Context: an optimization exercise on an open-source flow, tuned for a short achievable clock period and few clock cycles. The choices shown serve that exercise and are no tape-out recipe.
At most, simulation tests tie the RTL to the original design; equivalence was not proved.
For run 1, only the layout was checked, not whether the RTL still works.
No activity file was given, so power comes from the tool's default toggle rates.

`flow/config.mk`:
```
export PLATFORM = sky130hd
export DESIGN_NAME = rv_core_top
export DESIGN_NICKNAME = rv_core_top
export VERILOG_FILES = /design/flow/design.v
export SDC_FILE = /design/flow/constraint.sdc
export NUM_CORES = 4
export LEC_CHECK = 0
export CAP_MARGIN = 20
export CORE_MARGIN = 2
export CORE_UTILIZATION = 40
export SETUP_SLACK_MARGIN = 5
export SLEW_MARGIN = 20
export SYNTH_HIERARCHICAL = 1
export SYNTH_MINIMUM_KEEP_SIZE = 300
```
`flow/flow/run.sh`:
```
#!/bin/bash
set -euo pipefail
MARGIN=$(cat flow/margin.txt)
bash standard.sh SETUP_SLACK_MARGIN=$MARGIN finish > standard_flow.log 2>&1
```
`flow/constraint.sdc`:
```
create_clock -name core_clock -period 10.0 [get_ports {clk_i}]
set_input_delay 2.0000 -clock core_clock [delete_from_list [all_inputs] [get_ports {clk_i}]]
set_output_delay 2.0000 -clock core_clock [all_outputs]
set_load 0.01 [all_outputs]
```
`flow/design.v`:
```
`timescale 1ns/1ns
`default_nettype none
package rv_pkg;
   parameter int XLEN       = 32;             
   parameter int REG_ADDR_W = 5;              
endpackage
`default_nettype wire
`timescale 1ns/1ns
`default_nettype none
module next_pc (
   input  wire  [31:0] inst_i,
   input  wire         stall_i,
   input  wire  [31:0] pc_i,
   input  wire  [31:0] pc4_i,
   input  wire  [31:6] hi_p1_i,       
   input  wire  [31:6] hi_m1_i,
   input  wire         fuse_i,        
   input  wire  [4:0]  fuse_rd_i,
   input  wire  [31:0] d_pc_i,
   input  wire  [31:6] d_hi_p1_i,
   input  wire  [31:6] d_hi_m1_i,
   input  wire         early_i,       
   input  wire  [31:0] early_pc_i,
   output logic        take_o,        
   output logic [31:0] pc_next_o
);
   localparam logic [6:0] OPC_BRANCH = 7'b1100011;
   localparam logic [6:0] OPC_JAL    = 7'b1101111;
   localparam logic [6:0] OPC_JALR   = 7'b1100111;
   logic        is_jal, is_br, is_jalr, same, bpred, s;
   logic        take_j, take_b, take_r;
   logic [2:0]  f3;
   logic [5:0]  off_j, off_b;
   logic [5:0]  lo_j, lo_b, lo_r;
   logic        c_j, c_b, c_r;
   assign is_jal  = inst_i[6:0] == OPC_JAL;
   assign is_br   = inst_i[6:0] == OPC_BRANCH;
   assign is_jalr = inst_i[6:0] == OPC_JALR;
   assign f3      = inst_i[14:12];
   assign same    = inst_i[19:15] == inst_i[24:20];
   assign bpred   = same ? (f3 == 3'b000 || f3 == 3'b101 || f3 == 3'b111)
                         : (inst_i[31] || f3 == 3'b001);
   assign s       = inst_i[31];
   assign off_j   = {inst_i[25:21], 1'b0};
   assign off_b   = {inst_i[25], inst_i[11:8], 1'b0};
   assign take_j  = is_jal;
   assign take_b  = is_br && bpred;
   assign take_r  = is_jalr && fuse_i && inst_i[19:15] == fuse_rd_i;
   assign take_o  = take_j || take_b || take_r;
   ks_adder #(.W(6)) u_lo_j (
      .a_i (pc_i[5:0]), .b_i (off_j), .cin_i (1'b0), .sum_o (lo_j), .cout_o (c_j)
   );
   ks_adder #(.W(6)) u_lo_b (
      .a_i (pc_i[5:0]), .b_i (off_b), .cin_i (1'b0), .sum_o (lo_b), .cout_o (c_b)
   );
   ks_adder #(.W(6)) u_lo_r (
      .a_i (d_pc_i[5:0]), .b_i (inst_i[25:20]), .cin_i (1'b0), .sum_o (lo_r), .cout_o (c_r)
   );
   logic        n_c, n_take;
   logic [31:6] n_hi1, n_hi0;
   logic [5:0]  n_lo;
   logic [31:0] n_tgt;
   logic [31:0] n_other;
   always_comb begin
      if (take_r) begin
         n_hi1 = s ? d_pc_i[31:6] : d_hi_p1_i;
         n_hi0 = s ? d_hi_m1_i : d_pc_i[31:6];
         n_lo  = {lo_r[5:1], 1'b0};
      end else if (take_j) begin
         n_hi1 = s ? pc_i[31:6] : hi_p1_i;
         n_hi0 = s ? hi_m1_i : pc_i[31:6];
         n_lo  = lo_j;
      end else begin
         n_hi1 = s ? pc_i[31:6] : hi_p1_i;
         n_hi0 = s ? hi_m1_i : pc_i[31:6];
         n_lo  = lo_b;
      end
   end
   assign n_c   = take_r ? c_r : take_j ? c_j : c_b;
   assign n_tgt = {n_c ? n_hi1 : n_hi0, n_lo};
   always_comb begin
      if (early_i)      n_other = early_pc_i;
      else if (stall_i) n_other = pc_i;
      else              n_other = pc4_i;
   end
   assign n_take    = take_o && !early_i && !stall_i;
   assign pc_next_o = n_take ? n_tgt : n_other;
endmodule
`default_nettype wire
`timescale 1ns/1ns
`default_nettype none
module br_cmp (
   input  wire  [31:0] rd1_i,         
   input  wire  [31:0] rd2_i,
   input  wire  [31:0] w_data_i,      
   input  wire         w1_i,          
   input  wire         w2_i,
   input  wire  [2:0]  f3_i,
   input  wire         pred_i,        
   output logic        mis_o          
);
   logic [31:0] a, b;
   logic        eq, ltu, lt, cmp;
   assign a = w1_i ? w_data_i : rd1_i;
   assign b = w2_i ? w_data_i : rd2_i;
   lt_tree #(.W(32)) u_ltu (.a_i (a), .b_i (b), .lt_o (ltu), .eq_o (eq));
   lt_tree #(.W(32)) u_lt (
      .a_i ({~a[31], a[30:0]}), .b_i ({~b[31], b[30:0]}), .lt_o (lt), .eq_o ()
   );
   always_comb begin
      case (f3_i[2:1])
         2'b00:   cmp = eq;
         2'b10:   cmp = lt;
         default: cmp = ltu;
      endcase
   end
   assign mis_o = f3_i[0] ^ pred_i ^ cmp;
endmodule
`default_nettype wire
`timescale 1ns/1ns
`timescale 1ns/1ns
`default_nettype none
module ks_adder #(
   parameter int W = 32
) (
   input  wire  [W-1:0] a_i,
   input  wire  [W-1:0] b_i,
   input  wire          cin_i,
   output logic [W-1:0] sum_o,
   output logic         cout_o
);
   localparam int N = W + 1;                  
   localparam int L = (N <= 2) ? 1 : (N <= 4) ? 2 : (N <= 8) ? 3 : (N <= 16) ? 4 :
                      (N <= 32) ? 5 : 6;     
   logic [L:0][N-1:0] g;
   logic [L:0][N-1:0] p;
   assign g[0] = {a_i & b_i, cin_i};
   assign p[0] = {a_i ^ b_i, 1'b0};
   for (genvar l = 0; l < L; l++) begin : g_lvl
      for (genvar i = 0; i < N; i++) begin : g_bit
         if (i >= (1 << l)) begin : g_op
            assign g[l+1][i] = g[l][i] | (p[l][i] & g[l][i-(1<<l)]);
            assign p[l+1][i] = p[l][i] & p[l][i-(1<<l)];
         end else begin : g_pass
            assign g[l+1][i] = g[l][i];
            assign p[l+1][i] = p[l][i];
         end
      end
   end
   assign sum_o  = (a_i ^ b_i) ^ g[L][W-1:0];
   assign cout_o = g[L][W];
endmodule
`default_nettype wire
`default_nettype none
module lt_tree #(
   parameter int W = 32                       
) (
   input  wire  [W-1:0] a_i,
   input  wire  [W-1:0] b_i,
   output logic         lt_o,
   output logic         eq_o
);
   localparam int L = (W <= 2) ? 1 : (W <= 4) ? 2 : (W <= 8) ? 3 : (W <= 16) ? 4 :
                      (W <= 32) ? 5 : 6;
   logic [L:0][W-1:0] g;                      
   logic [L:0][W-1:0] e;                      
   assign g[0] = ~a_i & b_i;
   assign e[0] = ~(a_i ^ b_i);
   for (genvar l = 0; l < L; l++) begin : g_lvl
      for (genvar i = 0; i < W; i++) begin : g_node
         if (i < (W >> (l + 1))) begin : g_op
            assign g[l+1][i] = g[l][2*i+1] | (e[l][2*i+1] & g[l][2*i]);
            assign e[l+1][i] = e[l][2*i+1] & e[l][2*i];
         end else begin : g_zero
            assign g[l+1][i] = 1'b0;
            assign e[l+1][i] = 1'b0;
         end
      end
   end
   assign lt_o = g[L][0];
   assign eq_o = e[L][0];
endmodule
`default_nettype wire
`timescale 1ns/1ns
`timescale 1ns/1ns
`default_nettype none
module rv_core_top #(
   parameter logic [31:0] RESET_PC = '0    
) (
   input  wire         clk_i,
   input  wire         rst_i,
   input  wire         stall_i,
   input  wire  [31:0] inst_i,
   output wire  [31:0] inst_addr_o,
   output wire         wen_o,
   output wire  [3:0]  stb_o,
   output wire  [31:0] data_addr_o,
   output wire  [31:0] data_o
);
   localparam logic [6:0] OPC_OP     = 7'b0110011;
   localparam logic [6:0] OPC_OP_IMM = 7'b0010011;
   localparam logic [6:0] OPC_BRANCH = 7'b1100011;
   localparam logic [6:0] OPC_JAL    = 7'b1101111;
   localparam logic [6:0] OPC_JALR   = 7'b1100111;
   localparam logic [6:0] OPC_LUI    = 7'b0110111;
   localparam logic [6:0] OPC_AUIPC  = 7'b0010111;
   localparam logic [6:0] OPC_STORE  = 7'b0100011;
   logic [31:0] pc_q;
   logic [31:0] pc_plus4;
   logic [31:0] f_next;
   logic        d_valid;
   logic [31:1] d_rs1_oh;        
   logic [31:1] d_rs2_oh;
   logic        d_pred;          
   logic [31:0] d_inst;
   logic [31:0] d_pc;
   logic [31:0] d_pc4;
   logic        e_valid;
   logic [31:0] e_a;             
   logic [31:0] e_b;             
   logic [31:0] e_bx;            
   logic        e_cin;           
   logic [31:0] e_rs2;           
   logic [31:0] e_pc4;           
   logic        e_redir;         
   logic        e_jr;            
   logic        w_jr;
   logic        redirect_w;
   logic        e_store;
   logic [1:0]  e_sfmt;
   logic        e_wen;           
   logic [4:0]  e_rd;
   logic        e_sel_sum, e_sel_xor, e_sel_or, e_sel_and;
   logic        e_sel_sll, e_sel_sr, e_sel_slt, e_sel_sltu, e_sel_link;
   logic        e_sra;
   logic        e_addi;          
   logic [31:0] e_nimm;          
   logic        redirect_d;
   logic        d_stall;         
   logic        e_mis;           
   logic [31:0] e_rtgt;          
   logic [31:0] target_d;
   logic        w_en;            
   logic [4:0]  w_rd;
   logic [31:0] w_data;
   logic [31:0] regs [32];
   logic        redirect_e;
   logic [31:0] target_e;
   logic [31:0] result;
   logic [31:0] sum;             
   logic [31:0] other;           
   logic        ltv;             
   logic        s_wen;
   logic [3:0]  s_stb;
   logic [31:0] s_addr;
   logic [31:0] s_data;
   assign inst_addr_o = pc_q;
   ks_adder #(.W(32)) u_pc4 (
      .a_i (pc_q), .b_i (32'd4), .cin_i (1'b0), .sum_o (pc_plus4), .cout_o ()
   );
   logic [31:6] f_hi_p1, f_hi_m1;
   logic        d_auipc0;        
   logic        d_isbr, d_isjal;   
   logic        d_chkc;          
   logic        d_short_q;       
   logic        d_wr;            
   logic        d_e1, d_e2;      
   logic        d_w1, d_w2;      
   logic [31:6] d_hi_p1, d_hi_m1;
   logic        f_take;
   logic [31:0] pc_next;
   logic        n_early;
   logic [31:0] n_early_pc;
   ks_adder #(.W(26)) u_hi_p1 (
      .a_i (pc_q[31:6]), .b_i (26'd0), .cin_i (1'b1), .sum_o (f_hi_p1), .cout_o ()
   );
   ks_adder #(.W(26)) u_hi_m1 (
      .a_i (pc_q[31:6]), .b_i ('1), .cin_i (1'b0), .sum_o (f_hi_m1), .cout_o ()
   );
   assign n_early = redirect_w || redirect_e || redirect_d || d_stall;
   always_comb begin
      if (redirect_w)      n_early_pc = {s_addr[31:1], 1'b0};
      else if (redirect_e) n_early_pc = target_e;
      else if (redirect_d) n_early_pc = target_d;
      else                 n_early_pc = d_pc;
   end
   next_pc u_npc (
      .inst_i     (inst_i),
      .stall_i    (stall_i),
      .pc_i       (pc_q),
      .pc4_i      (pc_plus4),
      .hi_p1_i    (f_hi_p1),
      .hi_m1_i    (f_hi_m1),
      .fuse_i     (d_valid && d_auipc0),
      .fuse_rd_i  (d_inst[11:7]),
      .d_pc_i     (d_pc),
      .d_hi_p1_i  (d_hi_p1),
      .d_hi_m1_i  (d_hi_m1),
      .early_i    (n_early),
      .early_pc_i (n_early_pc),
      .take_o     (f_take),
      .pc_next_o  (pc_next)
   );
   always_ff @(posedge clk_i) begin
      if (rst_i) pc_q <= RESET_PC;
      else       pc_q <= pc_next;
   end
   always_ff @(posedge clk_i or posedge rst_i) begin
      if (rst_i) begin
         d_valid <= 1'b0;
      end else begin
         d_valid <= !stall_i && !redirect_w && !redirect_e && !redirect_d && !d_stall;
      end
   end
   always_ff @(posedge clk_i) begin
      d_inst <= inst_i;
      d_pc   <= pc_q;
      d_pc4  <= pc_plus4;
      d_pred <= f_take;
      for (int i = 1; i < 32; i++) begin
         d_rs1_oh[i] <= inst_i[19:15] == 5'(i);
         d_rs2_oh[i] <= inst_i[24:20] == 5'(i);
      end
      d_hi_p1 <= f_hi_p1;
      d_hi_m1 <= f_hi_m1;
      d_auipc0 <= inst_i[6:0] == OPC_AUIPC && inst_i[31:12] == 20'd0 && inst_i[11:7] != 5'd0;
      d_isbr   <= inst_i[6:0] == OPC_BRANCH;
      d_isjal  <= inst_i[6:0] == OPC_JAL;
      d_chkc   <= inst_i[6:0] == OPC_BRANCH && inst_i[14:13] == 2'b00 && inst_i[24:20] == 5'd0;
      if (inst_i[6:0] == OPC_JAL)
         d_short_q <= inst_i[30:26] == {5{inst_i[31]}} && inst_i[20] == inst_i[31] &&
                      inst_i[19:12] == {8{inst_i[31]}};
      else if (inst_i[6:0] == OPC_BRANCH)
         d_short_q <= inst_i[30:26] == {5{inst_i[31]}} && inst_i[7] == inst_i[31];
      else
         d_short_q <= inst_i[30:26] == {5{inst_i[31]}};
      d_e1 <= d_wr && inst_i[19:15] == d_inst[11:7];
      d_e2 <= d_wr && inst_i[24:20] == d_inst[11:7];
      d_w1 <= e_valid && e_wen && inst_i[19:15] == e_rd;
      d_w2 <= e_valid && e_wen && inst_i[24:20] == e_rd;
   end
   logic [6:0]  opc;
   logic [2:0]  f3;
   logic [4:0]  rs1, rs2, rd;
   logic        is_op, is_opimm, is_branch, is_jal, is_jalr, is_lui, is_auipc, is_store;
   logic [31:0] imm_i, imm_s, imm_b, imm_u, imm_j;
   logic [31:0] tgt_b, tgt_j;
   logic [31:0] rf1, rf2;
   logic        uses_rs1, b_is_rs2, writes;
   logic        fwd_a, fwd_b, fwd_s;
   logic        fa_sum, fa_oth, fb_sum, fb_oth, fs_sum, fs_oth;
   logic        fa_lt, fb_lt, fs_lt;
   logic        e_sel_lt;        
   logic [31:0] a_d, b_d;
   logic        sub_d;
   assign opc = d_inst[6:0];
   assign f3  = d_inst[14:12];
   assign rs1 = d_inst[19:15];
   assign rs2 = d_inst[24:20];
   assign rd  = d_inst[11:7];
   assign is_op     = opc == OPC_OP;
   assign is_opimm  = opc == OPC_OP_IMM;
   assign is_branch = opc == OPC_BRANCH;
   assign is_jal    = opc == OPC_JAL;
   assign is_jalr   = opc == OPC_JALR;
   assign is_lui    = opc == OPC_LUI;
   assign is_auipc  = opc == OPC_AUIPC;
   assign is_store  = opc == OPC_STORE;
   assign imm_i = {{20{d_inst[31]}}, d_inst[31:20]};
   assign imm_s = {{20{d_inst[31]}}, d_inst[31:25], d_inst[11:7]};
   assign imm_b = {{20{d_inst[31]}}, d_inst[7], d_inst[30:25], d_inst[11:8], 1'b0};
   assign imm_j = {{12{d_inst[31]}}, d_inst[19:12], d_inst[20], d_inst[30:21], 1'b0};
   assign imm_u = {d_inst[31:12], 12'b0};
   logic [31:0] rd1, rd2;
   always_comb begin
      rd1 = 32'd0;
      rd2 = 32'd0;
      for (int i = 1; i < 32; i++) begin
         rd1 = rd1 | ({32{d_rs1_oh[i]}} & regs[i]);
         rd2 = rd2 | ({32{d_rs2_oh[i]}} & regs[i]);
      end
   end
   assign rf1 = d_w1 ? w_data : rd1;
   assign rf2 = d_w2 ? w_data : rd2;
   assign uses_rs1 = is_op || is_opimm || is_branch || is_jalr || is_store;
   assign b_is_rs2 = is_op || is_branch;
   assign writes   = is_op || is_opimm || is_jal || is_jalr || is_lui || is_auipc;
   assign d_wr  = d_valid && writes && rd != 5'd0;
   assign fwd_a = e_valid && d_e1 && uses_rs1;
   assign fwd_b = e_valid && d_e2 && b_is_rs2;
   assign fwd_s = e_valid && d_e2;
   assign fa_sum = fwd_a && e_sel_sum;
   assign fa_lt  = fwd_a && e_sel_lt;
   assign fa_oth = fwd_a && !e_sel_sum && !e_sel_lt;
   assign fb_sum = fwd_b && e_sel_sum;
   assign fb_lt  = fwd_b && e_sel_lt;
   assign fb_oth = fwd_b && !e_sel_sum && !e_sel_lt;
   assign fs_sum = fwd_s && e_sel_sum;
   assign fs_lt  = fwd_s && e_sel_lt;
   assign fs_oth = fwd_s && !e_sel_sum && !e_sel_lt;
   always_comb begin
      if (is_lui)        a_d = 32'd0;
      else if (is_auipc) a_d = d_pc;
      else               a_d = rf1;
      if (b_is_rs2)                  b_d = rf2;
      else if (is_store)             b_d = imm_s;
      else if (is_lui || is_auipc)   b_d = imm_u;
      else                           b_d = imm_i;
   end
   assign sub_d = is_branch || ((is_op || is_opimm) && (f3 == 3'b010 || f3 == 3'b011)) ||
                  (is_op && f3 == 3'b000 && d_inst[30]);
   ks_adder #(.W(32)) u_tgt_b (
      .a_i (d_pc), .b_i (imm_b), .cin_i (1'b0), .sum_o (tgt_b), .cout_o ()
   );
   ks_adder #(.W(32)) u_tgt_j (
      .a_i (d_pc), .b_i (imm_j), .cin_i (1'b0), .sum_o (tgt_j), .cout_o ()
   );
   logic [31:0] nimm;
   logic        d_chk, d_zero, d_outcome, d_pred_x;
   logic        d_short, d_bad;
   ks_adder #(.W(32)) u_nimm (
      .a_i (~imm_i), .b_i (32'd0), .cin_i (1'b1), .sum_o (nimm), .cout_o ()
   );
   assign d_chk      = d_chkc && e_valid && d_e1 && e_addi;
   assign d_zero     = e_a == e_nimm;
   assign d_outcome  = f3[0] ^ d_zero;
   assign d_short = d_short_q;
   assign d_bad      = d_pred && !d_short && (d_isjal || d_isbr);
   assign d_pred_x   = d_chk ? d_outcome : d_pred;
   assign redirect_d = d_valid && !redirect_w && !redirect_e && !d_stall &&
                       (d_chk ? (d_outcome != d_pred || d_bad) : d_bad);
   logic        dep1, dep2;
   logic        d_mis;
   assign dep1    = e_valid && d_e1;
   assign dep2    = e_valid && d_e2;
   assign d_stall = d_valid && d_isbr && !d_chk && (dep1 || dep2);
   br_cmp u_brc (
      .rd1_i    (rd1),
      .rd2_i    (rd2),
      .w_data_i (w_data),
      .w1_i     (d_w1),
      .w2_i     (d_w2),
      .f3_i     (f3),
      .pred_i   (d_pred),
      .mis_o    (d_mis)
   );
   assign target_d   = d_chk ? (d_outcome ? tgt_b : d_pc4) : (is_jal ? tgt_j : tgt_b);
   always_ff @(posedge clk_i or posedge rst_i) begin
      if (rst_i) begin
         e_valid <= 1'b0;
      end else begin
         e_valid <= d_valid && !redirect_w && !redirect_e && !d_stall;
      end
   end
   always_ff @(posedge clk_i) begin
      e_a      <= fa_sum ? sum : fa_lt ? {31'd0, ltv} : fa_oth ? other : a_d;
      e_b      <= fb_sum ? sum : fb_lt ? {31'd0, ltv} : fb_oth ? other : b_d;
      e_bx     <= {32{sub_d}} ^ (fb_sum ? sum : fb_lt ? {31'd0, ltv} : fb_oth ? other : b_d);
      e_cin    <= sub_d;
      e_rs2    <= fs_sum ? sum : fs_lt ? {31'd0, ltv} : fs_oth ? other : rf2;
      e_pc4    <= d_pc4;
      e_rtgt   <= d_pred_x ? d_pc4 : (is_jal ? tgt_j : tgt_b);
      e_mis    <= is_branch && !d_chk && d_mis;
      e_redir  <= is_jal && !d_pred;
      e_jr     <= is_jalr && !(d_pred && d_short);
      e_addi   <= is_opimm && f3 == 3'b000;
      e_nimm   <= nimm;
      e_store  <= is_store;
      e_sfmt   <= f3[1:0];
      e_wen    <= writes && (rd != 5'd0);
      e_rd     <= rd;
      e_sel_sum  <= is_lui || is_auipc || is_store || ((is_op || is_opimm) && f3 == 3'b000);
      e_sel_xor  <= (is_op || is_opimm) && f3 == 3'b100;
      e_sel_or   <= (is_op || is_opimm) && f3 == 3'b110;
      e_sel_and  <= (is_op || is_opimm) && f3 == 3'b111;
      e_sel_sll  <= (is_op || is_opimm) && f3 == 3'b001;
      e_sel_sr   <= (is_op || is_opimm) && f3 == 3'b101;
      e_sel_slt  <= (is_op || is_opimm) && f3 == 3'b010;
      e_sel_sltu <= (is_op || is_opimm) && f3 == 3'b011;
      e_sel_lt   <= (is_op || is_opimm) && f3[2:1] == 2'b01;
      e_sel_link <= is_jal || is_jalr;
      e_sra      <= d_inst[30];
   end
   logic [32:0] sum33;
   logic        lt_u, lt_s;
   logic [31:0] sll_v, sr_v;
   ks_adder #(.W(32)) u_add (
      .a_i    (e_a),
      .b_i    (e_bx),
      .cin_i  (e_cin),
      .sum_o  (sum33[31:0]),
      .cout_o (sum33[32])
   );
   assign sum   = sum33[31:0];
   lt_tree #(.W(32)) u_sltu (.a_i (e_a), .b_i (e_b), .lt_o (lt_u), .eq_o ());
   lt_tree #(.W(32)) u_slt (
      .a_i ({~e_a[31], e_a[30:0]}), .b_i ({~e_b[31], e_b[30:0]}), .lt_o (lt_s), .eq_o ()
   );
   assign ltv = (e_sel_slt & lt_s) | (e_sel_sltu & lt_u);
   assign sll_v = e_a << e_b[4:0];
   assign sr_v  = 32'($signed({e_sra & e_a[31], e_a}) >>> e_b[4:0]);
   assign other  = ({32{e_sel_xor}}  & (e_a ^ e_b))
                 | ({32{e_sel_or}}   & (e_a | e_b))
                 | ({32{e_sel_and}}  & (e_a & e_b))
                 | ({32{e_sel_sll}}  & sll_v)
                 | ({32{e_sel_sr}}   & sr_v)
                 | ({32{e_sel_link}} & e_pc4);
   assign result = e_sel_sum ? sum : e_sel_lt ? {31'd0, ltv} : other;
   assign redirect_e = e_valid && !redirect_w && (e_redir || e_mis);
   assign redirect_w = w_jr;
   assign target_e   = e_rtgt;
   always_ff @(posedge clk_i or posedge rst_i) begin
      if (rst_i) begin
         w_en  <= 1'b0;
         s_wen <= 1'b0;
         w_jr  <= 1'b0;
      end else begin
         w_en  <= e_valid && e_wen && !redirect_w;
         s_wen <= e_valid && e_store && !redirect_w;
         w_jr  <= e_valid && e_jr && !redirect_w;
      end
   end
   always_ff @(posedge clk_i) begin
      w_rd   <= e_rd;
      w_data <= result;
      s_addr <= sum;
      case (e_sfmt)
         2'b00:   s_stb <= 4'b0001 << sum[1:0];
         2'b01:   s_stb <= 4'b0011 << sum[1:0];
         default: s_stb <= 4'b1111 << sum[1:0];
      endcase
      s_data <= e_rs2 << {sum[1:0], 3'b000};
   end
   always_ff @(posedge clk_i) begin
      if (w_en) regs[w_rd] <= w_data;
   end
   assign wen_o       = s_wen;
   assign stb_o       = s_stb;
   assign data_addr_o = s_addr;
   assign data_o      = s_data;
endmodule
`default_nettype wire
```
`flow/standard.sh`:
```
#!/bin/bash
# synth_recipe.tcl (not shown) runs the flow's synth.tcl, then flattens the netlist and writes it again
# the make line also repeats each setting of config.mk as NAME=value (left out here)
make -C /OpenROAD-flow-scripts/flow DESIGN_CONFIG=/design/flow/config.mk WORK_HOME=/design/flow/orfs CLKGATE_MAP_FILE= SYNTH_SCRIPT=/design/flow/synth_recipe.tcl "${@:-finish}"
```
`flow/flow/margin.txt`:
```
7
```
==> flow_summary.json, run 1 <==
{
  "crit_path_max_fanout": 32,
  "tns_ns": 0,
  "wl_met1_microns": 131000,
  "sequentialPowerShare": 0.434,
  "power.density_mw_per_mm2": 176,
  "setup_viol": 0,
  "min_period_over_period": 0.378,
  "worst_setup_path_start_kind": "flop",
  "grt-ovfl-total": 0,
  "min_delay_path_depth": 0,
  "insertion_delay_ns": 0.88,
  "final_nets": 7460,
  "number_of_nets_produced_by_synthesis": 6972,
  "status": "complete, no violations",
  "ant_nets": 0,
  "grt_max_degree": 63,
  "timing.critical_path.arrival_ns": 4.54,
  "worst_setup_hold_path_clk_slew_ns": 0.06,
  "core_area_sq_mm": 0.195,
  "regMostFlops": "regs",
  "async_reset_ff_frac": 0.00313,
  "cts_buffer_depth": 3,
  "ctsRootBufferMaster": "clkbuf_16",
  "ir_drop_uv": 180,
  "layout_commonest_cell": "edfxtp_1",
  "timing.max_slew.rel_slack": 0.201,
  "max_freq_ghz": 0.264,
  "io_pins": 136,
  "power_frac_comb": 0.182,
  "total_switching_power_w": 0.00502,
  "fill_count": 16800,
  "global_route.usage.total": 0.385,
  "detail_route.vias_per_cell": 7.26,
  "netlist_instances": 6702,
  "synth_enable_flop_cells": 992,
  "cts-buffers-inserted": 167,
  "worst_hold_path_type": "flop to flop",
  "area_delta_synth_final_pct": 26.1,
  "total_power_w": 0.0174,
  "gpl.final_weighted_congestion": 1.00,
  "critical_path.cell_chain": "buf_8 > a22o_1 > a221oi_1 > nand4_1 > or3_4 > mux2_1 > ha_4 > nand4_1 > nor4_4 > o21ai_1 > a21oi_2 > nor3_4 > xnor2_1 > and3_1",
  "critical_path_required_ns": 10.76,
  "synth_top_flop_cell": "edfxtp_1",
  "ys_types": 104,
  "drv.max_cap_violation_count": 0,
  "r2r_cells": 14,
  "clock_skew_ns": 0.0519,
  "largest_reg_flops": 992,
  "vias": 71900,
  "cts_sinks": 1597,
  "drive_above_1_share": 0.280,
  "detailroute.wirelength.met3_microns": 61600,
  "antenna_found_initial": 39,
  "via_count_of_the_first_global_routing_pass": 66200,
  "synth_warnings": 9,
  "avgRoutedWirePerCell_microns": 40.4,
  "drtIter0Drc": 15200,
  "placement.io_buffers": 135,
  "mean_instance_size_in_the_synthesized_netlist_sq_um": 11.7,
  "initial_utilization": 0.402,
  "path_common_cell": "nand4_1",
  "total_leakage_power_nw": 36.0,
  "drt-total-wl_microns": 401000,
  "route.met2.wl_microns": 165000,
  "drtPass1Iterations": 10,
  "slew_viols_final": 0,
  "cts_htree_levels": 4,
  "synth-seq-area-share": 0.536,
  "die_w_microns": 446,
  "route.top_layer_used": "met5",
  "mappedNetlistArea_sq_mm": 0.0782,
  "drc_errors": 0,
  "rsz_0062_raised_after_global_routing": "yes",
  "period_minus_slack_ns": 3.78,
  "dieArea_sq_mm": 0.199,
  "grt_pass1_wl_microns": 534000,
  "power.internal_w": 0.0124,
  "biggest_cell_delay_along_the_critical_path_ns": 0.45,
  "placement_row_count": 162,
  "share_clk_of_total_power": 0.384,
  "number_of_synthesized_register_bits": 1597,
  "final_hold_viol_count": 0,
  "most_frequent_cells_in_the_layout": "992 x edfxtp_1, 663 x a22oi_1, 436 x buf_4, 373 x dfxtp_1, 350 x nor2_1",
  "crit_type": "flop to flop",
  "switching_power_as_a_share_of_total_power": 0.289,
  "die_y_microns": 446,
  "timing.critical_path.slowest_stage_cell": "or3_4",
  "critical_path.endpoint_type": "flop",
  "worst-slew-pin-transition_ns": 1.20,
  "dp_hpwl_microns": 225000,
  "cts_tree": "built"
}
## metrics by stage
stage | area, sq um | instances | setup WS (ns) | utilization | hold slack [ns]
after floorplan | 78700 | 6702 | 6.15 | - | 0.331
after global placement | 82700 | 9087 | 4.67 | 0.425 | 0.406
after detailed placement | 82700 | 9087 | 4.62 | 0.425 | 0.409
after CTS | 95900 | 9755 | 6.23 | 0.493 | 0.403
after global routing | 98500 | 9881 | 6.16 | 0.506 | 0.410
final | 98600 | 9912 | 6.22 | 0.507 | 0.399
## final cells by class
type / count / area [sq um] / share of cell area
Clock inverter: 103 / 1280 / 0.0130
Antenna cell: 36 / 90.1 / 0.000914
Sequential cell: 1597 / 42500 / 0.432
Timing Repair Buffer: 802 / 9050 / 0.0918
Inverter: 133 / 512 / 0.00519
Clock buffer: 210 / 4550 / 0.0462
Tap cell: 2542 / 3180 / 0.0323
Timing Repair inverter: 1 / 7.51 / 0.0000762
Multi-Input combinational cell: 4488 / 37400 / 0.379
## worst max-delay path: cells and delay by family, from the launching register on
kind	cells	cell delay, ns
AO/OA/AOI/OAI	4	0.89
AND/OR/NAND/NOR	6	1.40
adder cells (fa/ha/maj)	1	0.29
buffers and inverters	1	0.19
flip-flops	1	0.32
XOR/XNOR	1	0.12
multiplexers	1	0.34
## per-layer routing
layer,vias up,track usage
met5,-,0.0195
met4,52,0.309
met3,2374,0.168
met2,7362,0.553
met1,34700,0.444
li1,27400,-
## per-module statistics from Yosys, one instance, submodules excluded
module       flip-flops and latches  copies in the design  cell area [sq um]
next_pc                           0                     1               3580
br_cmp                            0                     1               1490
rv_core_top                    1597                     1              73100
## worst paths after layout
check / start / to / slack, ns
min: e_rd[2] / w_rd[2] / 0.40
min reg2reg: e_rd[2] / w_rd[2] / 0.40
max in group asynchronous: rst_i / e_valid / 8.04
min in group asynchronous: rst_i / e_valid / 1.74
max: d_rs2_oh[1] / e_mis / 6.22
max reg2reg: d_rs2_oh[1] / e_mis / 6.22
## cells by family (layout without fill, tap and decap cells)
family / Yosys count / count (layout) / share of synthesized area
AND/OR/NAND/NOR: 1584 / 1584 / 0.102
flip-flops: 1597 / 1597 / 0.536
other: 0 / 36 / 0
multiplexers: 452 / 452 / 0.0797
buffers and inverters: 617 / 1249 / 0.0326
AO/OA/AOI/OAI: 1950 / 1950 / 0.182
adder cells (fa/ha/maj): 235 / 235 / 0.0382
XOR/XNOR: 267 / 267 / 0.0299
## cell usage after synthesis (25+ instances only)
master / number / area [sq um]
nand4_1: 116 / 726
o22ai_1: 26 / 163
nor2b_1: 46 / 288
mux4_2: 97 / 2180
o211ai_1: 62 / 465
edfxtp_1: 992 / 29800
a21o_1: 73 / 548
a31oi_1: 31 / 194
o21bai_1: 25 / 188
dfxtp_1: 600 / 12000
buf_1: 50 / 188
nand3_1: 256 / 1280
o21ai_0: 206 / 1030
a22o_1: 149 / 1310
a221oi_1: 158 / 1380
nor4_1: 28 / 175
nand3b_1: 43 / 323
o21a_1: 44 / 330
mux2_2: 87 / 980
a21oi_1: 242 / 1210
nor2_1: 415 / 1560
buf_2: 32 / 160
nor3_1: 91 / 455
nand2b_1: 37 / 231
and2_1: 45 / 282
xnor2_1: 176 / 1540
or4_1: 70 / 526
ha_1: 229 / 2870
nand2_1: 327 / 1230
mux2i_1: 232 / 2320
clkbuf_1: 373 / 1400
or3_1: 25 / 156
a222oi_1: 66 / 661
inv_1: 128 / 480
a22oi_1: 667 / 5010
xor2_1: 91 / 797
a211oi_1: 42 / 315
## power groups by stage
stage          clock network [W]  logic (W)  registers [W]
3_3_place_gp                   0    0.00226        0.00768
5_1_grt                  0.00692    0.00324        0.00754
4_1_cts                  0.00665    0.00281        0.00753
6_report                 0.00667    0.00316        0.00754
3_5_place_dp                   0    0.00227        0.00768
2_1_floorplan                  0    0.00125        0.00750
## timing repair
item	CTS	global route
hold buffers	0	0
setup buffers	319	114
endpoints found under the setup margin	422	335
pin swaps	132	129
cloned	36	6
gates resized for setup	1504	333
==> inputs of run 2 (changes only) <==
--- a/flow/design.v
+++ b/flow/design.v
@@ -89,33 +89,4 @@
 `default_nettype wire
 `timescale 1ns/1ns
-`default_nettype none
-module br_cmp (
-   input  wire  [31:0] rd1_i,         
-   input  wire  [31:0] rd2_i,
-   input  wire  [31:0] w_data_i,      
-   input  wire         w1_i,          
-   input  wire         w2_i,
-   input  wire  [2:0]  f3_i,
-   input  wire         pred_i,        
-   output logic        mis_o          
-);
-   logic [31:0] a, b;
-   logic        eq, ltu, lt, cmp;
-   assign a = w1_i ? w_data_i : rd1_i;
-   assign b = w2_i ? w_data_i : rd2_i;
-   lt_tree #(.W(32)) u_ltu (.a_i (a), .b_i (b), .lt_o (ltu), .eq_o (eq));
-   lt_tree #(.W(32)) u_lt (
-      .a_i ({~a[31], a[30:0]}), .b_i ({~b[31], b[30:0]}), .lt_o (lt), .eq_o ()
-   );
-   always_comb begin
-      case (f3_i[2:1])
-         2'b00:   cmp = eq;
-         2'b10:   cmp = lt;
-         default: cmp = ltu;
-      endcase
-   end
-   assign mis_o = f3_i[0] ^ pred_i ^ cmp;
-endmodule
-`default_nettype wire
 `timescale 1ns/1ns
 `timescale 1ns/1ns
@@ -261,7 +232,4 @@
    logic [31:6] f_hi_p1, f_hi_m1;
    logic        d_auipc0;        
-   logic        d_isbr, d_isjal;   
-   logic        d_chkc;          
-   logic        d_short_q;       
    logic        d_wr;            
    logic        d_e1, d_e2;      
@@ -325,14 +293,4 @@
       d_hi_m1 <= f_hi_m1;
       d_auipc0 <= inst_i[6:0] == OPC_AUIPC && inst_i[31:12] == 20'd0 && inst_i[11:7] != 5'd0;
-      d_isbr   <= inst_i[6:0] == OPC_BRANCH;
-      d_isjal  <= inst_i[6:0] == OPC_JAL;
-      d_chkc   <= inst_i[6:0] == OPC_BRANCH && inst_i[14:13] == 2'b00 && inst_i[24:20] == 5'd0;
-      if (inst_i[6:0] == OPC_JAL)
-         d_short_q <= inst_i[30:26] == {5{inst_i[31]}} && inst_i[20] == inst_i[31] &&
-                      inst_i[19:12] == {8{inst_i[31]}};
-      else if (inst_i[6:0] == OPC_BRANCH)
-         d_short_q <= inst_i[30:26] == {5{inst_i[31]}} && inst_i[7] == inst_i[31];
-      else
-         d_short_q <= inst_i[30:26] == {5{inst_i[31]}};
       d_e1 <= d_wr && inst_i[19:15] == d_inst[11:7];
       d_e2 <= d_wr && inst_i[24:20] == d_inst[11:7];
@@ -422,27 +380,34 @@
       .a_i (~imm_i), .b_i (32'd0), .cin_i (1'b1), .sum_o (nimm), .cout_o ()
    );
-   assign d_chk      = d_chkc && e_valid && d_e1 && e_addi;
+   assign d_chk      = is_branch && f3[2:1] == 2'b00 && rs2 == 5'd0 &&
+                       e_valid && d_e1 && e_addi;
    assign d_zero     = e_a == e_nimm;
    assign d_outcome  = f3[0] ^ d_zero;
-   assign d_short = d_short_q;
-   assign d_bad      = d_pred && !d_short && (d_isjal || d_isbr);
+   always_comb begin
+      if (is_jal)         d_short = d_inst[30:26] == {5{d_inst[31]}} && d_inst[20] == d_inst[31] &&
+                                    d_inst[19:12] == {8{d_inst[31]}};
+      else if (is_branch) d_short = d_inst[30:26] == {5{d_inst[31]}} && d_inst[7] == d_inst[31];
+      else                d_short = d_inst[30:26] == {5{d_inst[31]}};
+   end
+   assign d_bad      = d_pred && !d_short && (is_jal || is_branch);
    assign d_pred_x   = d_chk ? d_outcome : d_pred;
    assign redirect_d = d_valid && !redirect_w && !redirect_e && !d_stall &&
                        (d_chk ? (d_outcome != d_pred || d_bad) : d_bad);
    logic        dep1, dep2;
-   logic        d_mis;
+   logic        d_eq, d_lt, d_ltu, d_cmp;
    assign dep1    = e_valid && d_e1;
    assign dep2    = e_valid && d_e2;
-   assign d_stall = d_valid && d_isbr && !d_chk && (dep1 || dep2);
-   br_cmp u_brc (
-      .rd1_i    (rd1),
-      .rd2_i    (rd2),
-      .w_data_i (w_data),
-      .w1_i     (d_w1),
-      .w2_i     (d_w2),
-      .f3_i     (f3),
-      .pred_i   (d_pred),
-      .mis_o    (d_mis)
+   assign d_stall = d_valid && is_branch && !d_chk && (dep1 || dep2);
+   lt_tree #(.W(32)) u_ltu (.a_i (rf1), .b_i (rf2), .lt_o (d_ltu), .eq_o (d_eq));
+   lt_tree #(.W(32)) u_lt (
+      .a_i ({~rf1[31], rf1[30:0]}), .b_i ({~rf2[31], rf2[30:0]}), .lt_o (d_lt), .eq_o ()
    );
+   always_comb begin
+      case (f3[2:1])
+         2'b00:   d_cmp = d_eq;
+         2'b10:   d_cmp = d_lt;
+         default: d_cmp = d_ltu;
+      endcase
+   end
    assign target_d   = d_chk ? (d_outcome ? tgt_b : d_pc4) : (is_jal ? tgt_j : tgt_b);
    always_ff @(posedge clk_i or posedge rst_i) begin
@@ -461,5 +426,5 @@
       e_pc4    <= d_pc4;
       e_rtgt   <= d_pred_x ? d_pc4 : (is_jal ? tgt_j : tgt_b);
-      e_mis    <= is_branch && !d_chk && d_mis;
+      e_mis    <= is_branch && !d_chk && (f3[0] ^ d_pred_x ^ d_cmp);
       e_redir  <= is_jal && !d_pred;
       e_jr     <= is_jalr && !(d_pred && d_short);
==> run 2 against run 1 <==
Net effect:
- still clean
- clock-buffer cell count grew 35
- total power grew 0.53%
- area after synthesis shrank 0.52%
- clock skew grew 0.036 ns
- sequential power is essentially flat
- synthesized cell count shrank 1.2%
- setup slack gained 0.028 ns
- register-to-register slack gained 0.03 ns
- sequential cell count shrank 4
- clock power shrank 0.6%
- sequential share of layout area shrank 1.5 points
- critical path type unchanged
==> flow_summary.json, run 2 <==
{
  "yosysMostFrequentCell": "edfxtp_1",
  "ant_nets": 0,
  "drc_errors": 0,
  "synth_compound_area_frac": 0.190,
  "synth-seq-area-share": 0.538,
  "synth-adder-area-share": 0.0387,
  "tns_ns": 0,
  "ys_types": 115,
  "drtPass1Iterations": 13,
  "avgRoutedWirePerCell_microns": 41.8,
  "min_period_over_period": 0.376,
  "global_route.usage.total": 0.406,
  "power.density_mw_per_mm2": 171,
  "placement_row_count": 161,
  "area_delta_synth_final_pct": 31.3,
  "largest_reg_flops": 992,
  "main_combinational_cell_family_by_area_after_synthesis": "compound AO/OA/AOI/OAI gates",
  "worst-slew-pin-transition_ns": 1.26,
  "synth_top_cell_by_area": "edfxtp_1",
  "ir_drop_uv": 179,
  "muxShareOfSynthArea": 0.0737,
  "layout.cells.non_filler": 10000,
  "slew_viols_final": 0,
  "final_nets": 7620,
  "layout_commonest_cell": "edfxtp_1",
  "antenna_found_initial": 45,
  "via_count_of_the_first_global_routing_pass": 67700,
  "grt_max_degree": 88,
  "cts_sinks": 1593,
  "detail_route.vias_per_cell": 7.36,
  "number_of_nets_produced_by_synthesis": 6892,
  "mean_instance_size_in_the_synthesized_netlist_sq_um": 11.8,
  "cts_tree": "built",
  "timing.max_slew.rel_slack": 0.150,
  "grt-ovfl-total": 0,
  "core_area_sq_mm": 0.193,
  "drv.max_cap_violation_count": 0,
  "rsz_0062_raised_after_global_routing": "yes",
  "setup_viol": 0,
  "synth_largest_type_area_fraction": 0.383,
  "dp_hpwl_microns": 234000,
  "holdWs_ns": 0.405,
  "worst_setup_hold_path_clk_slew_ns": 0.07,
  "timing.critical_path.arrival_ns": 4.52,
  "pre_cts_setup_slack_ns": 4.68,
  "cts_htree_levels": 4,
  "insertion_delay_ns": 0.90,
  "total_leakage_power_nw": 37.8,
  "worst_hold_path_type": "flop to flop",
  "die_w_microns": 445,
  "placement.io_buffers": 135,
  "synth_enable_flop_cells": 992,
  "worst_setup_path_start_kind": "flop",
  "dieArea_sq_mm": 0.198,
  "cts_hold_buffers": 0,
  "cts_buffer_depth": 3,
  "synth.top_cells.by_area": "edfxtp_1 38%, dfxtp_1 15%, a22oi_1 4.8%",
  "ctsRootBufferMaster": "clkbuf_16",
  "mappedNetlistArea_sq_mm": 0.0778,
  "clock_skew_ns": 0.0881,
  "crit_type": "flop to flop",
  "drive_above_1_share": 0.319,
  "netlist_instances": 6620,
  "io_pins": 136,
  "drtIter0Drc": 15800,
  "vias": 74000,
  "cts-buffers-inserted": 168,
  "synth_xor_xnor_area_share": 0.0285,
  "status": "complete, no violations",
  "critical_path_required_ns": 10.76,
  "regMostFlops": "regs",
  "grt_pass1_wl_microns": 557000,
  "number_of_synthesized_register_bits": 1593,
  "crit_path_max_fanout": 6,
  "gpl.final_weighted_congestion": 0.981,
  "async_reset_ff_frac": 0.00314,
  "dp_cells": 8977,
  "setup_ws_ns": 6.24,
  "die_y_microns": 445,
  "synth_top_flop_cell": "edfxtp_1",
  "most_frequent_cells_in_the_layout": "992 x edfxtp_1, 555 x buf_4, 491 x a22oi_1, 366 x nand2_1, 347 x dfxtp_1",
  "synth_simple_gate_area_share": 0.0949,
  "critical_path.endpoint_type": "flop",
  "drt-total-wl_microns": 420000,
  "initial_utilization": 0.403,
  "max_freq_ghz": 0.266,
  "synth_warnings": 8,
  "period_minus_slack_ns": 3.76,
  "final_hold_viol_count": 0,
  "synth.top_cells.by_count": "992 x edfxtp_1, 596 x dfxtp_1, 498 x a22oi_1"
}
-- run 2: changes by cell type after synthesis, moves of 47 or more --
cell,previous run,this run
a221oi_1,158,273
a222oi_1,66,5
a22o_1,149,264
a22oi_1,667,498
mux2i_1,232,182
nand2_1,327,382
nand3_1,256,163
nor2_1,415,368
or4_1,70,9
-- run 2: repair_timing --
action	in CTS	in global routing
endpoints found under the setup margin	523	310
resized for setup	1749	396
hold endpoints to repair	0	0
gates cloned	49	10
pin swaps	219	237
buffers inserted	494	174
-- run 2: Yosys stat by module (local to each module, per instance) --
| module | flops+latches | cells inside | times used |
|---|---|---|---|
| rv_core_top | 1593 | 6308 | 1 |
| next_pc | 0 | 312 | 1 |
-- run 2: metrics by stage --
stage / power [W] / area [sq um] / util
after floorplan: 0.00869 / 78100 / -
after global placement: 0.00981 / 82000 / 0.425
after detailed placement: 0.00982 / 82000 / 0.425
after CTS: 0.0170 / 98500 / 0.510
after global routing: 0.0178 / 102000 / 0.529
final: 0.0175 / 102000 / 0.529
-- run 2: final cells by class --
type	count	area, sq um
antenna	28	70.1
clock buffer	245	4960
clock inverter	70	855
fill	16100	90800
inverter	168	711
multi-input combinational	4386	37900
sequential	1593	42500
tap	2526	3160
timing repair buffer	1028	11900
timing repair inverter	3	22.5
-- run 2: path summary, 6_finish.rpt --
kind / start / to / slack (ns) / depth (start not counted)
worst max-delay path: d_rs1_oh[19] / e_mis / 6.24 / 17
worst min-delay path: pc_q[11] / d_pc[11] / 0.40 / 0
min in group asynchronous: rst_i / e_valid / 1.72 / 3
max in group asynchronous: rst_i / d_valid / 8.00 / 3
worst max register to register: d_rs1_oh[19] / e_mis / 6.24 / 17
worst min register to register: pc_q[11] / d_pc[11] / 0.40 / 0
-- run 2: logic make-up after synthesis --
kind of cell	after synthesis
XOR/XNOR	252
adder cells (fa/ha/maj)	237
AO/OA/AOI/OAI	1999
buffers and inverters	646
multiplexers	389
AND/OR/NAND/NOR	1504
flip-flops	1593
-- run 2: metal layers --
| layer | GRT usage | up-vias | wire (microns) |
|---|---|---|---|
| li1 | - | 27600 | - |
| met1 | 0.458 | 35600 | 134000 |
| met2 | 0.566 | 7978 | 166000 |
| met3 | 0.209 | 2685 | 71100 |
| met4 | 0.337 | 48 | 48100 |
| met5 | 0.0122 | - | 656 |
-- run 2: critical path, stage by stage (launching register included) --
cell     delay (ns)
dfxtp_2        0.33
buf_12         0.16
buf_12         0.16
buf_12         0.15
buf_12         0.14
a22oi_2        0.23
nand3_2        0.14
o32ai_2        0.36
ha_1           0.31
a21o_1         0.19
a21o_1         0.16
a21o_1         0.18
a21oi_2        0.14
o21ai_2        0.09
or3_1          0.35
a211o_1        0.32
xnor2_2        0.14
nor2_1         0.05
-- run 2: where the power goes --
group	total (W)	switching, W	internal [W]
clock	0.00663	0.00284	0.00378
sequential	0.00757	0.000382	0.00719
combinational	0.00327	0.00181	0.00146
total	0.0175	0.00504	0.0124
Testbench counts of run 2, summed over its fixed seeds: cycles 75,293.

[port drivers added, routing unchanged]
The flow's constraints put no driver on any port. The routed layouts listed below were extracted and timed again, unchanged, in two steps.
Step 1 sets driving cells, clkbuf_16 on the clock port and buf_2 on the other inputs (assumed; they add their load-dependent delay and slew).
Step 2 also shifts input and output timing later by t, the mid clock arrival at the registers, as if the neighbouring blocks saw the same clock.
a / b / c = no drivers / after step 1 / after step 2; a / b = the first two.
run | t, ns | setup WS [ns] | worst hold slack (ns) | worst data-port slew with drivers (ns)
run 1 | 0.939 | 6.216 / 6.216 / 5.645 | 0.399 / 0.399 / 0.399 | 0.04
run 2 | 0.949 | 6.244 / 6.244 / 5.478 | 0.405 / 0.405 / 0.405 | 0.05
After both steps setup and hold are still met in every run listed. For run 2, which loses most, drivers alone change the setup slack by 0.000 ns; drivers and shift together by -0.766 ns.
